What follows belongs to an exercise in optimizing a design on an open flow for small area, a short achievable clock period and few clock cycles; a production flow would make more cautious choices. Only simulation tests tie the RTL to the original design; equivalence was not proved. Power and IR drop assume default switching activity.

before:
Design ipdc_top, start of the top module:
module ipdc_top (
	input  logic             i_clk,
	input  logic             i_rst_n,
	input  logic             i_op_valid,
	input  logic [2:0]       i_op_mode,
	input  logic             i_in_valid,
	input  ipdc_pkg::pixel_t i_in_data,
	output logic             o_in_ready,
	output logic             o_out_valid,
	output ipdc_pkg::pixel_t o_out_data
);
For scale: roughly 2800 cells after synthesis, ~1700 flip-flops, ~57 I/O pins, ~42000 um^2 of cells after synthesis.
make LEC_CHECK=0 CAP_MARGIN=20 CORE_MARGIN=2 CORE_UTILIZATION=70 CTS_BUF_LIST=sky130_fd_sc_hd__clkbuf_16 CTS_CLUSTER_DIAMETER=50 CTS_CLUSTER_SIZE=30 PLACE_DENSITY=0.8 SETUP_SLACK_MARGIN=3.2 SLEW_MARGIN=20 finish   # period 5.5 ns
run.sh (not shown) runs the stock make flow with config.mk's settings and CLKGATE_MAP_FILE= SYNTH_SCRIPT=/design/flow/synth_recipe.tcl, a recipe that flattens the netlist after the stock synthesis.
Testbench counts of before, summed over its fixed seeds: cycles 6,749.
Relative to before, the following input files were edited for after:
# before
export LEC_CHECK = 0
export CAP_MARGIN = 20
export CORE_MARGIN = 2
export CORE_UTILIZATION = 70
export CTS_BUF_LIST = sky130_fd_sc_hd__clkbuf_16
export CTS_CLUSTER_DIAMETER = 50
export CTS_CLUSTER_SIZE = 30
export PLACE_DENSITY = 0.8
export SETUP_SLACK_MARGIN = 3.2
export SLEW_MARGIN = 20
create_clock -name core_clock -period 5.5 [get_ports {i_clk}]
# after
export LEC_CHECK = 0
export CAP_MARGIN = 20
export CORE_MARGIN = 2
export CORE_UTILIZATION = 60
export CTS_BUF_LIST = sky130_fd_sc_hd__clkbuf_16
export CTS_CLUSTER_DIAMETER = 50
export CTS_CLUSTER_SIZE = 30
export PLACE_DENSITY = 0.7
export SETUP_SLACK_MARGIN = 3.4
export SLEW_MARGIN = 20
create_clock -name core_clock -period 5.5 [get_ports {i_clk}]
### Flow results
On after: final setup slack of the worst path is 0.030 ns higher than what before gave.
after ended with less register share of the cell area than before.
after vs. before: worst hold slack across all endpoints was more or less identical; number of diodes added for antenna fixing was more or less identical; number of clock-tree buffers in the layout went up by 11%.

========
Another version of the RTL of ipdc_top (not shown whole).
Size: about 2,800 cells after synthesis, roughly 57 I/O pins.
Settings: LEC_CHECK=0, CAP_MARGIN=20, CORE_MARGIN=2, CORE_UTILIZATION=55, CTS_BUF_LIST=sky130_fd_sc_hd__clkbuf_16, CTS_CLUSTER_DIAMETER=60, CTS_CLUSTER_SIZE=36, PLACE_DENSITY=0.65, SETUP_SLACK_MARGIN=3.4, SLEW_MARGIN=20; clock period 5.5 ns.
Testbench counts at the start, summed over its fixed seeds: cycles 6,749.
==> next run, changes <==
CORE_UTILIZATION = 60   (was 55)
CTS_CLUSTER_DIAMETER = 55   (was 60)
CTS_CLUSTER_SIZE = 34   (was 36)
PLACE_DENSITY = 0.7   (was 0.65)
Outcome: Power goes up by 1.9%. Design area goes up by 0.62%. Die area goes down by 8.2%. Area after synthesis stays the same. Hold slack degrades by 0.012 ns. Sequential share of layout area goes down by 0.48 points.

========
ipdc_top with an RTL version that a note above also has.
For scale: ~2800 cells after synthesis, roughly 57 I/O pins, roughly 42000 um2 of cells after synthesis.
Settings: LEC_CHECK=0, CAP_MARGIN=20, CORE_MARGIN=2, CORE_UTILIZATION=60, CTS_BUF_LIST=sky130_fd_sc_hd__clkbuf_16, CTS_CLUSTER_DIAMETER=60, CTS_CLUSTER_SIZE=36, PLACE_DENSITY=0.7, SETUP_SLACK_MARGIN=3.4, SLEW_MARGIN=20; clock period 5.5 ns.
The first run went through all stages and came out clean.
Testbench counts at the start, summed over its fixed seeds: cycles 6,749.
Rerun with:
--- a/flow/config.mk
+++ b/flow/config.mk
@@ -11,6 +11,6 @@
 export CTS_BUF_LIST = sky130_fd_sc_hd__clkbuf_16
-export CTS_CLUSTER_DIAMETER = 60
-export CTS_CLUSTER_SIZE = 36
+export CTS_CLUSTER_DIAMETER = 50
+export CTS_CLUSTER_SIZE = 30
 export PLACE_DENSITY = 0.7
-export SETUP_SLACK_MARGIN = 3.4
+export SETUP_SLACK_MARGIN = 3.2
 export SLEW_MARGIN = 20
Wire length grows by 0.47%.
Count of clock-buffer cells in the layout rose by 33.
Area after synthesis stays the same.

========
Setup of v7:
RTL: one of the versions met above, not the one the previous note started from.
Size in the first run: about 2800 cells after synthesis, about 1700 flip-flops, about 43000 sq um of cells after synthesis.
// ipdc_top
module ipdc_top (
	input  logic             i_clk,
	input  logic             i_rst_n,
	input  logic             i_op_valid,
	input  logic [2:0]       i_op_mode,
	input  logic             i_in_valid,
	input  ipdc_pkg::pixel_t i_in_data,
	output logic             o_in_ready,
	output logic             o_out_valid,
	output ipdc_pkg::pixel_t o_out_data
);
	logic             wr0;
	logic             wr32;
	ipdc_pkg::pixel_t wr_data;
	logic             rd_valid;
	logic             rd_ycc;
	logic [15:0]      sel;
	ipdc_pkg::pixel_t tap_data;
	logic             s2_v;
	logic             s2_ycc;
	ipdc_pkg::pixel_t s2_d;
	op_ctrl u_op_ctrl (
		.i_clk       (i_clk),
		.i_rst_n     (i_rst_n),
		.i_op_valid  (i_op_valid),
		.i_op_mode   (i_op_mode),
		.i_in_valid  (i_in_valid),
		.i_in_data   (i_in_data),
		.o_in_ready  (o_in_ready),
		.o_wr0       (wr0),
		.o_wr32      (wr32),
		.o_wr_data   (wr_data),
		.o_rd_valid  (rd_valid),
		.o_rd_ycc    (rd_ycc),
		.o_sel       (sel)
	);
	image_buffer u_image_buffer (
		.i_clk      (i_clk),
		.i_wr0      (wr0),
		.i_wr32     (wr32),
		.i_wr_data  (wr_data),
		.i_sel      (sel),
		.o_tap_data (tap_data)
	);
	always_ff @(posedge i_clk or negedge i_rst_n) begin
		if (!i_rst_n) begin
			s2_v   <= 1'b0;
			s2_ycc <= 1'b0;
		end else begin
			s2_v   <= rd_valid;
			s2_ycc <= rd_ycc;
		end
	end
	always_ff @(posedge i_clk) begin
		s2_d <= tap_data;
	end
	color_output u_color_output (
		.i_clk       (i_clk),
		.i_rst_n     (i_rst_n),
		.i_valid     (s2_v),
		.i_ycc       (s2_ycc),
		.i_pixel     (s2_d),
		.o_out_valid (o_out_valid),
		.o_out_data  (o_out_data)
	);
endmodule
make LEC_CHECK=0 CAP_MARGIN=20 CORE_MARGIN=2 CORE_UTILIZATION=60 CTS_BUF_LIST=sky130_fd_sc_hd__clkbuf_16 CTS_CLUSTER_DIAMETER=60 CTS_CLUSTER_SIZE=36 PLACE_DENSITY=0.7 SETUP_SLACK_MARGIN=3.4 SLEW_MARGIN=20 finish   # period 5.5 ns
Testbench counts of v7, summed over its fixed seeds: cycles 6,749.
#### Input delta (v37 over v7)
Settings: CTS_CLUSTER_SIZE changed from 36 to 40; CTS_CLUSTER_DIAMETER changed from 60 to 50.
==> run notes <==
Between v37 and v7, the wire length of the first global-routing pass is higher for v37.
Taking v37 over v7, the count of clock-buffer cells in the layout ratio works out to 1.4.
Against v7, v37 reports a clock latency at the later pin of the worst-skew pair that is higher.
v37 vs v7 — sequential share of layout area dropped 2.5 points.
In the reports for v37 and v7, the larger final cell count belongs to v37.
Cell area in v37 is about 3.5% higher than in v7
For v6, these inputs were changed with respect to v37:
Settings: swapping 40 for 24 in CTS_CLUSTER_SIZE; swapping sky130_fd_sc_hd__clkbuf_16 for sky130_fd_sc_hd__clkbuf_8 sky130_fd_sc_hd__clkbuf_16 in CTS_BUF_LIST.
[summary]
- Going from v37 to v6, count of buffers not belonging to the clock network in the layout grows by 1.
- XOR/XNOR share of the synthesized area essentially unchanged between v37 and v6.
- Proportion of cell area spent on the clock network in v6 is 0.45 points lower than in v37
- Looking at v6 and v37, the setup skew after layout is a wash.
- There was hardly any difference in final period utilization between v6 and v37.
- Changes observed in v6 relative to v37: internal power contribution higher; routing usage on met2 roughly the same.
Input-level comparison between v8 and v6:
Settings: CTS_CLUSTER_DIAMETER changed from 50 to 55; CTS_BUF_LIST changed from sky130_fd_sc_hd__clkbuf_8 sky130_fd_sc_hd__clkbuf_16 to sky130_fd_sc_hd__clkbuf_16; CTS_CLUSTER_SIZE changed from 24 to 32; SETUP_SLACK_MARGIN changed from 3.4 to 3.3.
Results
Going from v6 to v8, total global routing track utilization saw a decrease; overall routed net length saw a decrease; sequential area share after synthesis saw little to no change. Register clock-pin slew on the reported worst setup and hold paths was higher in the run labelled v8. In the metrics for v6 and v8, the one carrying the lower final area is v8.

==> static timing again, ports no longer ideal <==
How much do the figures lean on ideal ports? The routed layouts below were timed once more, with nothing changed but the port constraints.
Step 1: set_driving_cell puts a clkbuf_16 on i_clk and a buf_2 on each other input, an assumption about the parent block.
Step 2, shift: input delay + t, output delay - t, t = (earliest + latest rising clock arrival at the registers) / 2. This alone moves slack from input paths to output paths.
Three values: ideal ports, drivers, drivers and shift; two values: the first two.
run | shift t [ns] | slack for setup (ns) | hold slack, ns | worst register clock-pin slew, ns | worst slew at a driven data input, ns
before | 0.706 | 3.168 / 3.156 / 2.574 | 0.308 / 0.308 / 0.308 | 0.11 / 0.11 | 0.05
after | 0.718 | 3.199 / 3.134 / 2.765 | 0.308 / 0.308 / 0.308 | 0.10 / 0.10 | 0.04
the first run of note 2 | 0.720 | 3.255 / 3.189 / 2.839 | 0.316 / 0.316 / 0.316 | 0.12 / 0.12 | 0.05
the second run of note 2 | 0.720 | 3.283 / 3.220 / 2.882 | 0.304 / 0.304 / 0.304 | 0.12 / 0.12 | 0.08
the first run of note 3 | 0.697 | 3.202 / 3.134 / 2.731 | 0.312 / 0.312 / 0.312 | 0.12 / 0.12 | 0.04
the second run of note 3 | 0.727 | 3.209 / 3.144 / 2.753 | 0.306 / 0.306 / 0.306 | 0.10 / 0.10 | 0.05
v7 | 0.698 | 3.292 / 3.229 / 2.879 | 0.311 / 0.311 / 0.311 | 0.12 / 0.12 | 0.07
v37 | 0.742 | 3.259 / 3.193 / 2.692 | 0.308 / 0.308 / 0.308 | 0.12 / 0.12 | 0.08
v6 | 0.740 | 3.266 / 3.203 / 2.715 | 0.297 / 0.297 / 0.297 | 0.09 / 0.09 | 0.08
v8 | 0.724 | 3.275 / 3.210 / 2.650 | 0.312 / 0.312 / 0.312 | 0.11 / 0.11 | 0.09
After both steps setup and hold are still met in every run listed. The setup slack of v8, which loses most, moves by -0.065 ns with the drivers and by -0.625 ns with both steps.
